Context: an optimization exercise on an open-source flow, tuned for small area. The choices shown serve that exercise and are no tape-out recipe. Function was checked by simulation only, so behaviour that the tests miss may differ from the original. Power and IR drop assume default switching activity.

--- design/flow/run.sh ---
#!/bin/bash
# synth_recipe.tcl (not shown) runs the flow's synth.tcl, then flattens the netlist and writes it again
# the make line also repeats each setting of config.mk as NAME=value (left out here)
make -C /OpenROAD-flow-scripts/flow DESIGN_CONFIG=/design/flow/config.mk WORK_HOME=/design/flow/orfs CLKGATE_MAP_FILE= SYNTH_SCRIPT=/design/flow/synth_recipe.tcl finish
--- design/flow/config.mk ---
export PLATFORM = sky130hd
export DESIGN_NAME = msg_char_streamer
export DESIGN_NICKNAME = msg_char_streamer
export VERILOG_FILES = /design/flow/design.v
export SDC_FILE = /design/flow/constraint.sdc
export NUM_CORES = 4
export LEC_CHECK = 0
export CAP_MARGIN = 20
export CORE_MARGIN = 2
export CORE_UTILIZATION = 40
export SLEW_MARGIN = 20
--- design/flow/constraint.sdc ---
create_clock -name core_clock -period 4.0 [get_ports {clk}]
set_input_delay 0.8000 -clock core_clock [delete_from_list [all_inputs] [get_ports {clk}]]
set_output_delay 0.8000 -clock core_clock [all_outputs]
set_load 0.01 [all_outputs]
--- design/flow/design.v ---
`default_nettype none
`timescale 1ns/1ps
package msg_char_streamer_pkg;
  localparam int MESSAGE_LENGTH = 160;   
  localparam int CHAR_LENGTH    = 8;     
  localparam int LEN_WIDTH      = 8;     
  localparam int MSG_WIDTH      = MESSAGE_LENGTH * CHAR_LENGTH;
  localparam logic [1:0] LABEL_HAM  = 2'b00;
  localparam logic [1:0] LABEL_SPAM = 2'b01;
  localparam logic [LEN_WIDTH-1:0] c_MAX_LEN = LEN_WIDTH'(MESSAGE_LENGTH);
  function automatic logic [LEN_WIDTH-1:0] clamp_len(input logic [LEN_WIDTH-1:0] len);
    clamp_len = (len > c_MAX_LEN) ? c_MAX_LEN : len;
  endfunction
endpackage
`default_nettype wire
`default_nettype none
`timescale 1ns/1ps
module msg_shift_buffer #(
  parameter int NCHAR = 160,
  parameter int CHAR  = 8
) (
  input  wire logic                  clk,
  input  wire logic                  i_load,
  input  wire logic [NCHAR*CHAR-1:0] i_data,
  input  wire logic [7:0]            i_index,
  output logic      [CHAR-1:0]       o_char
);
  localparam int NGRP = (NCHAR + 15) / 16;
  logic [CHAR-1:0] r_mem [NCHAR];
  always_ff @(posedge clk) begin
    if (i_load) begin
      for (int i = 0; i < NCHAR; i++) begin
        r_mem[i] <= i_data[CHAR*(NCHAR-i)-1 -: CHAR];
      end
    end
  end
  logic [15:0]     w_lo;
  logic [NGRP-1:0] w_hi;
  logic [CHAR-1:0] w_grp [NGRP];
  always_comb begin
    for (int l = 0; l < 16; l++) w_lo[l] = (i_index[3:0] == 4'(l));
    for (int g = 0; g < NGRP; g++) w_hi[g] = (i_index[7:4] == 4'(g));
    for (int g = 0; g < NGRP; g++) begin
      w_grp[g] = '0;
      for (int l = 0; l < 16; l++) begin
        if (16*g + l < NCHAR) w_grp[g] = w_grp[g] | ({CHAR{w_lo[l]}} & r_mem[16*g + l]);
      end
    end
    o_char = '0;
    for (int g = 0; g < NGRP; g++) o_char = o_char | ({CHAR{w_hi[g]}} & w_grp[g]);
  end
endmodule
`default_nettype wire
`default_nettype none
`timescale 1ns/1ps
module msg_char_streamer (
  input  wire logic                   clk,
  input  wire logic                   reset,
  input  wire logic                   load_valid,
  output      logic                   load_ready,
  input  wire logic [msg_char_streamer_pkg::MSG_WIDTH-1:0]   load_msg,
  input  wire logic [msg_char_streamer_pkg::LEN_WIDTH-1:0]   load_length,
  input  wire logic [1:0]             load_label,
  output      logic                   char_valid,
  input  wire logic                   char_ready,
  output      logic [msg_char_streamer_pkg::CHAR_LENGTH-1:0] char_data,
  output      logic [msg_char_streamer_pkg::LEN_WIDTH-1:0]   char_index,
  output      logic                   char_first,
  output      logic                   char_last,
  output      logic [1:0]             char_label,
  output      logic                   done,
  output      logic [msg_char_streamer_pkg::LEN_WIDTH-1:0]   done_count,
  output      logic                   busy
);
  logic                   r_ready;
  logic                   r_valid;
  logic                   r_done;
  logic [msg_char_streamer_pkg::LEN_WIDTH-1:0]   r_index;
  logic [msg_char_streamer_pkg::LEN_WIDTH-1:0]   r_len;
  logic [1:0]             r_label;
  logic                   w_load_fire;
  logic                   w_char_fire;
  logic                   w_last;
  logic                   w_len_zero;
  logic [msg_char_streamer_pkg::LEN_WIDTH-1:0]   w_index_inc;
  assign w_load_fire = r_ready && load_valid;
  assign w_char_fire = r_valid && char_ready;
  assign w_len_zero  = (load_length == '0);
  assign w_index_inc = r_index + msg_char_streamer_pkg::LEN_WIDTH'(1);
  assign w_last      = (w_index_inc == r_len);
  always_ff @(posedge clk or negedge reset) begin
    if (!reset) begin
      r_ready <= 1'b0;
      r_valid <= 1'b0;
      r_done  <= 1'b0;
    end else begin
      r_ready <= r_done || (!r_valid && !r_done && !w_load_fire);
      r_valid <= (w_load_fire && !w_len_zero) || (r_valid && !(char_ready && w_last));
      r_done  <= (w_load_fire && w_len_zero) || (w_char_fire && w_last);
    end
  end
  always_ff @(posedge clk) begin
    if (r_ready) begin
      r_len   <= msg_char_streamer_pkg::clamp_len(load_length);
      r_label <= load_label;
      r_index <= '0;
    end else if (w_char_fire) begin
      r_index <= w_index_inc;
    end
  end
  msg_shift_buffer #(
    .NCHAR (msg_char_streamer_pkg::MESSAGE_LENGTH),
    .CHAR  (msg_char_streamer_pkg::CHAR_LENGTH)
  ) u_shift_buffer (
    .clk     (clk),
    .i_load  (r_ready),
    .i_data  (load_msg),
    .i_index (r_index),
    .o_char  (char_data)
  );
  assign load_ready = r_ready;
  assign char_valid = r_valid;
  assign char_index = r_index;
  assign char_first = (r_index == '0);
  assign char_last  = w_last;
  assign char_label = r_label;
  assign done       = r_done;
  assign done_count = r_len;
  assign busy       = r_valid || r_done;
endmodule
`default_nettype wire
==> results of run 1 <==
[cell usage after synthesis, types with 10 or more instances]
library cell / instances / area (um2)
o22ai_1: 21 / 131
and2_1: 19 / 119
nor2_1: 60 / 225
mux2_2: 28 / 315
buf_4: 12 / 90.1
edfxtp_1: 1290 / 38700
a21o_1: 10 / 75.1
o21ai_0: 45 / 225
and3_1: 26 / 163
nand3_1: 38 / 190
nor4_1: 13 / 81.3
buf_2: 89 / 445
a31oi_1: 55 / 344
a21oi_1: 130 / 651
a22oi_1: 189 / 1420
xnor2_1: 11 / 96.3
mux2i_1: 32 / 320
nor2b_1: 17 / 106
a211oi_1: 18 / 135
buf_1: 38 / 143
a221oi_1: 95 / 832
clkbuf_1: 55 / 206
a222oi_1: 87 / 871
nand2_1: 97 / 364
nor3_1: 16 / 80.1
a221o_1: 26 / 260
buf_6: 16 / 180
a31o_2: 15 / 131
o2bb2ai_1: 21 / 184
a32o_1: 14 / 140
a22o_1: 74 / 648
[logic make-up after synthesis]
logic type	Yosys count	share of synthesized area [%]
AOI/OAI and AO/OA	868	13.5
xor gates and xnor gates	15	0.266
muxes	67	1.56
adders and majority gates	4	0.102
and+or+nand+nor	325	3.27
buffers and inverters	220	2.24
DFF	1301	79.1
==> metrics.md, run 1 <==
| Metric | Value |
|---|---|
| Stopped at | `I/O pin placement` |
| Synth warn | `4` |
| Stop err | `[ERROR PPL-0024] Number of IO pins (1326) exceeds maximum number of available positions (1282). Increase the die perimeter from 1420.26um to 1803.36um.` |
| Die Y | `~360 um` |
| Starting Density | `40.4%` |
| Yosys reg bits | `1301` |
| Net count after synthesis | `about 4100` |
| Die Width | `355 um` |
| Sequential cell area fraction in the yosys report | `79.1%` |
| Synth Instances | `2800` |
| Most used flip-flop cell after synthesis | `edfxtp_1` |
| Synthesized area per cell | `17.6 um2` |
| Post-synth EDFFs | `1290` |
| Std-Cell Rows | `~130` |
| Cell variety after synth | `slightly below 80` |
| Status | `did not finish` |
| Async S/R FF share, synth | `0.231%` |
| Cell Area, Synth | `49300 um2` |
==> inputs of run 2 (changes only) <==
--- a/design/flow/config.mk
+++ b/design/flow/config.mk
@@ -6,6 +6,6 @@
 export NUM_CORES = 4
 export LEC_CHECK = 0
 export CAP_MARGIN = 20
-export CORE_MARGIN = 2
-export CORE_UTILIZATION = 40
+export CORE_AREA = 2 2 458 458
+export DIE_AREA = 0 0 460 460
 export SLEW_MARGIN = 20
==> run 2 against run 1 <==
Effect of this change: now fails the layout checks on negative setup slack; synthesized area unchanged; synthesized cell count unchanged.
==> metrics.md, run 2 <==
| Metric | Value |
|---|---|
| Part of the power in the clock network | `25.9%` |
| Routability cong. | `0.909` |
| Pint | `31900 uW` |
| Worst rel slew slack | `27.7%` |
| Pwr per Cell Area | `694 nW/um2` |
| Cell Area, Synth | `49300 um2 (unchanged)` |
| Clock Skews | `0.0228 ns` |
| Minimum clock period after layout | `4.97 ns` |
| Worst-path clk slew | `0.06 ns` |
| Commonest non-fill, non-tap cells in the layout | `1315 x clkdlybuf4s50_1, 1290 x edfxtp_1, 383 x buf_4` |
| Startpoint Class | `flop` |
| Post-Route Utilization | `a little over a third` |
| Drt first pass iters | `6` |
| Starting Density | `23.8% (was 40.4%)` |
| Worst VDD drop | `0.587 mV` |
| Gate power share | `roughly 44%` |
| DR vias/cell | `around 5` |
| WHS | `0.181 ns` |
| Hold crit path type | `input port to async pin` |
| Layout cells sized above 1 | `18.9%` |
| Largest net degree at the start of global routing | `180` |
| Synth warn | `4 (unchanged)` |
| Nets | `5849` |
| H-tree levels | `4` |
| Most used flip-flop cell after synthesis | `edfxtp_1 (unchanged)` |
| Die Y | `460 um (was 355 um)` |
| Slew @ Worst Pin | `1.09 ns` |
| Sequential cell area fraction in the yosys report | `79.1% (unchanged)` |
| Commonest cells post-synth | `1290 x edfxtp_1, 189 x a22oi_1, 130 x a21oi_1 (unchanged)` |
| Die area | `212000 um2` |
| Async S/R FF share, synth | `0.231% (unchanged)` |
| Final instance area | `roughly 76000 um2` |
| First-pass GRT wire length | `369 mm` |
| Die Width | `460 um (was 355 um)` |
| Total wire length | `approximately 300 mm` |
| Core area | `207000 um2` |
| Gr ovfl total | `0` |
| Slew Limit Fails | `0` |
| DRT antenna net count | `0` |
| Leak | `0.0249 uW` |
| Sink Count | `1301` |
| Number of global-route vias before repair | `around 38000` |
| SO Viols | `negative setup slack` |
| Largest register FFs | `around 1300` |
| Clock root buffer master | `clkbuf_16` |
| Post-route DRC | `0` |
| RSZ-0062 raised after global routing | `true` |
| DP Area | `69400 um2` |
| Post-synth EDFFs | `1290 (unchanged)` |
| Fmax | `0.201 GHz` |
| Initial antenna violation count | `148` |
| GRT Util Overall | `between 20% and 30%` |
| Count leader, synth | `edfxtp_1 (unchanged)` |
| Psw | `20400 uW` |
| Vias | `37800` |
| Largest cells by area after synthesis | `edfxtp_1 79%, a22oi_1 2.9%, a222oi_1 1.8%, a221oi_1 1.7%, a21oi_1 1.3% (unchanged)` |
| Most common cell after layout, fill and taps aside | `clkdlybuf4s50_1` |
| Std-Cell Rows | `167 (was 128)` |
| Top reg by flops | `u_shift_buffer.r_mem` |
| Yosys reg bits | `1301 (unchanged)` |
| Setup-failing EPs final | `8` |
| Clock Latency Late Sink | `0.80 ns` |
| Final hold violation count | `0` |
| Worst setup EP type | `output port` |
| Cell variety after synth | `79 (unchanged)` |
| Port Buffer Count | `1325` |
| Net count after synthesis | `4098 (unchanged)` |
| Ports | `1326` |
| Post-route setup slack | `-0.975 ns` |
| Part of the power in registers | `~30%` |
| Req. time, crit path | `3.20 ns` |
| Dpl ws | `-0.857 ns` |
| Largest registers | `u_shift_buffer.r_mem: 1280 flops, r_index: 8 flops, r_len: 8 flops` |
| Period utilisation layout | `124%` |
| Sw Ratio | `approximately 40%` |
| Max-Cap Viols | `0` |
| Critical path type | `flop to output port` |
| Area Overhead vs Synth | `53.2%` |
| Synthesized area per cell | `17.6 um2 (unchanged)` |
| Status | `complete, but fails checks (was did not finish)` |
| Post-synth top area share | `78.6% (unchanged)` |
| Setup TNS | `-6.14 ns` |
| Maximum clock insertion buffer count | `3` |
| Num CTS Buffers | `151` |
| Iter 0 DRT Violations | `around 5600` |
| CTS tree | `yes` |
| Yosys top cell by area | `edfxtp_1 (unchanged)` |
| Hpwl dp | `232 mm` |
| WL per Instance | `between 30 and 40 um` |
| CP arrival | `4.17 ns` |
| Critical Path Fanout Max | `13` |
| Synth Instances | `2800 (unchanged)` |
## run 2: cell counts after synthesis
No cell type changed its count.
## run 2: logic make-up after synthesis
| logic type | count (synthesis) | synth area share [%] |
|---|---|---|
| XOR/XNOR | 15 | 0.266 |
| AO/OA/AOI/OAI | 868 | 13.5 |
| AND/OR/NAND/NOR | 325 | 3.27 |
| flip-flops | 1301 | 79.1 |
| buffers and inverters | 220 | 2.24 |
| multiplexers | 67 | 1.56 |
| adder cells (fa/ha/maj) | 4 | 0.102 |
## run 2: path summary, 6_finish.rpt
| kind | start | to | slack (ns) | depth (start not counted) |
|---|---|---|---|---|
| setup / recovery | r_index[0] | char_data[4] | -0.97 | 17 |
| hold / removal | reset | r_valid | 0.18 | 1 |
| setup reg to reg | r_ready | u_shift_buffer.r_mem[155][3] | 1.39 | 2 |
| hold reg to reg | r_done | r_ready | 0.61 | 1 |
| max in group asynchronous | reset | r_ready | 3.66 | 1 |
| min in group core_clock | load_msg[1173] | u_shift_buffer.r_mem[13][5] | 0.53 | 1 |
## run 2: cell type report
type	count	area, um2
Tap cell	2704	3380
Antenna cell	79	198
Clock inverter	81	787
Clock buffer	191	3950
Fill cell	19500	131000
Sequential cell	1301	39000
Timing Repair Buffer	1808	18100
Multi-Input combinational cell	1280	10000
Inverter	9	46.3
## run 2: layer usage
| metal | share of wire (%) | routed length, um | GRT usage, % | up-vias |
|---|---|---|---|---|
| met5 | 0.13 | 376 | 0 | - |
| met4 | 3.0 | 8730 | 8.12 | 60 |
| met3 | 9.7 | 28800 | 7.42 | 448 |
| met2 | 49 | 146000 | 45.8 | 2739 |
| met1 | 38 | 112000 | 32.6 | 19200 |
| li1 | - | - | - | 15400 |
## run 2: critical path: stages (launching register included)
cell and delay, ns:
dfxtp_4 0.36, buf_6 0.12, ha_4 0.17, buf_12 0.15, buf_12 0.14, buf_4 0.18
a222oi_1 0.45, buf_4 0.20, nor2_1 0.04, a21oi_1 0.18, buf_4 0.18, a21oi_1 0.07
buf_4 0.13, nor4_2 0.26, buf_4 0.20, buf_4 0.11, nand4_1 0.17, buf_4 0.22
## run 2: timing repair
| action | 4_1_cts | 5_1_grt |
|---|---|---|
| setup endpoints to repair | 10 | 9 |
| buffers inserted | 23 | 8 |
| gates cloned | 3 | 3 |
| resized for setup | 115 | 47 |
| hold buffers | 0 | 0 |
| pin swaps | 32 | 34 |
| endpoints found under the hold margin | 0 | 0 |
## run 2: power by group through the flow
stage / clock [uW] / sequential, uW / combinational (uW)
finish: 13600 / 15800 / 23000
global route: 14300 / 15800 / 23700
CTS: 13800 / 15800 / 22800
detailed placement: 0 / 16100 / 21800
global placement: 0 / 16100 / 21800
floorplan: 0 / 16200 / 6860
## run 2: through the flow
step | power [uW] | cells
final | 52400 | 7453
after floorplan | 23100 | 2800
after global placement | 37800 | 7064
after CTS | 52400 | 7364
after global routing | 53800 | 7415
after detailed placement | 37900 | 7066

## port drivers added, routing unchanged
The flow's constraints put no driver on any port. The routed layout listed below was extracted and timed again, unchanged, in two steps. Step 1 sets driving cells, clkbuf_16 on the clock port and buf_2 on the other inputs (assumed; they add their load-dependent delay and slew). Step 2 moves the port delays by t, midway between the first and last clock arrival at a register: inputs arrive t later, outputs are due t later. That takes back most of the time a late clock gives input paths. Three values: ideal, step 1, step 2; two values: the first two.
run: run 2
shift t [ns]: 0.893
setup slack, ns: -0.975 / -1.072 / -0.178
worst register clock-pin slew, ns: 0.07 / 0.07
The setup slack of run 2 moves by -0.097 ns with the drivers and by +0.797 ns with both steps.
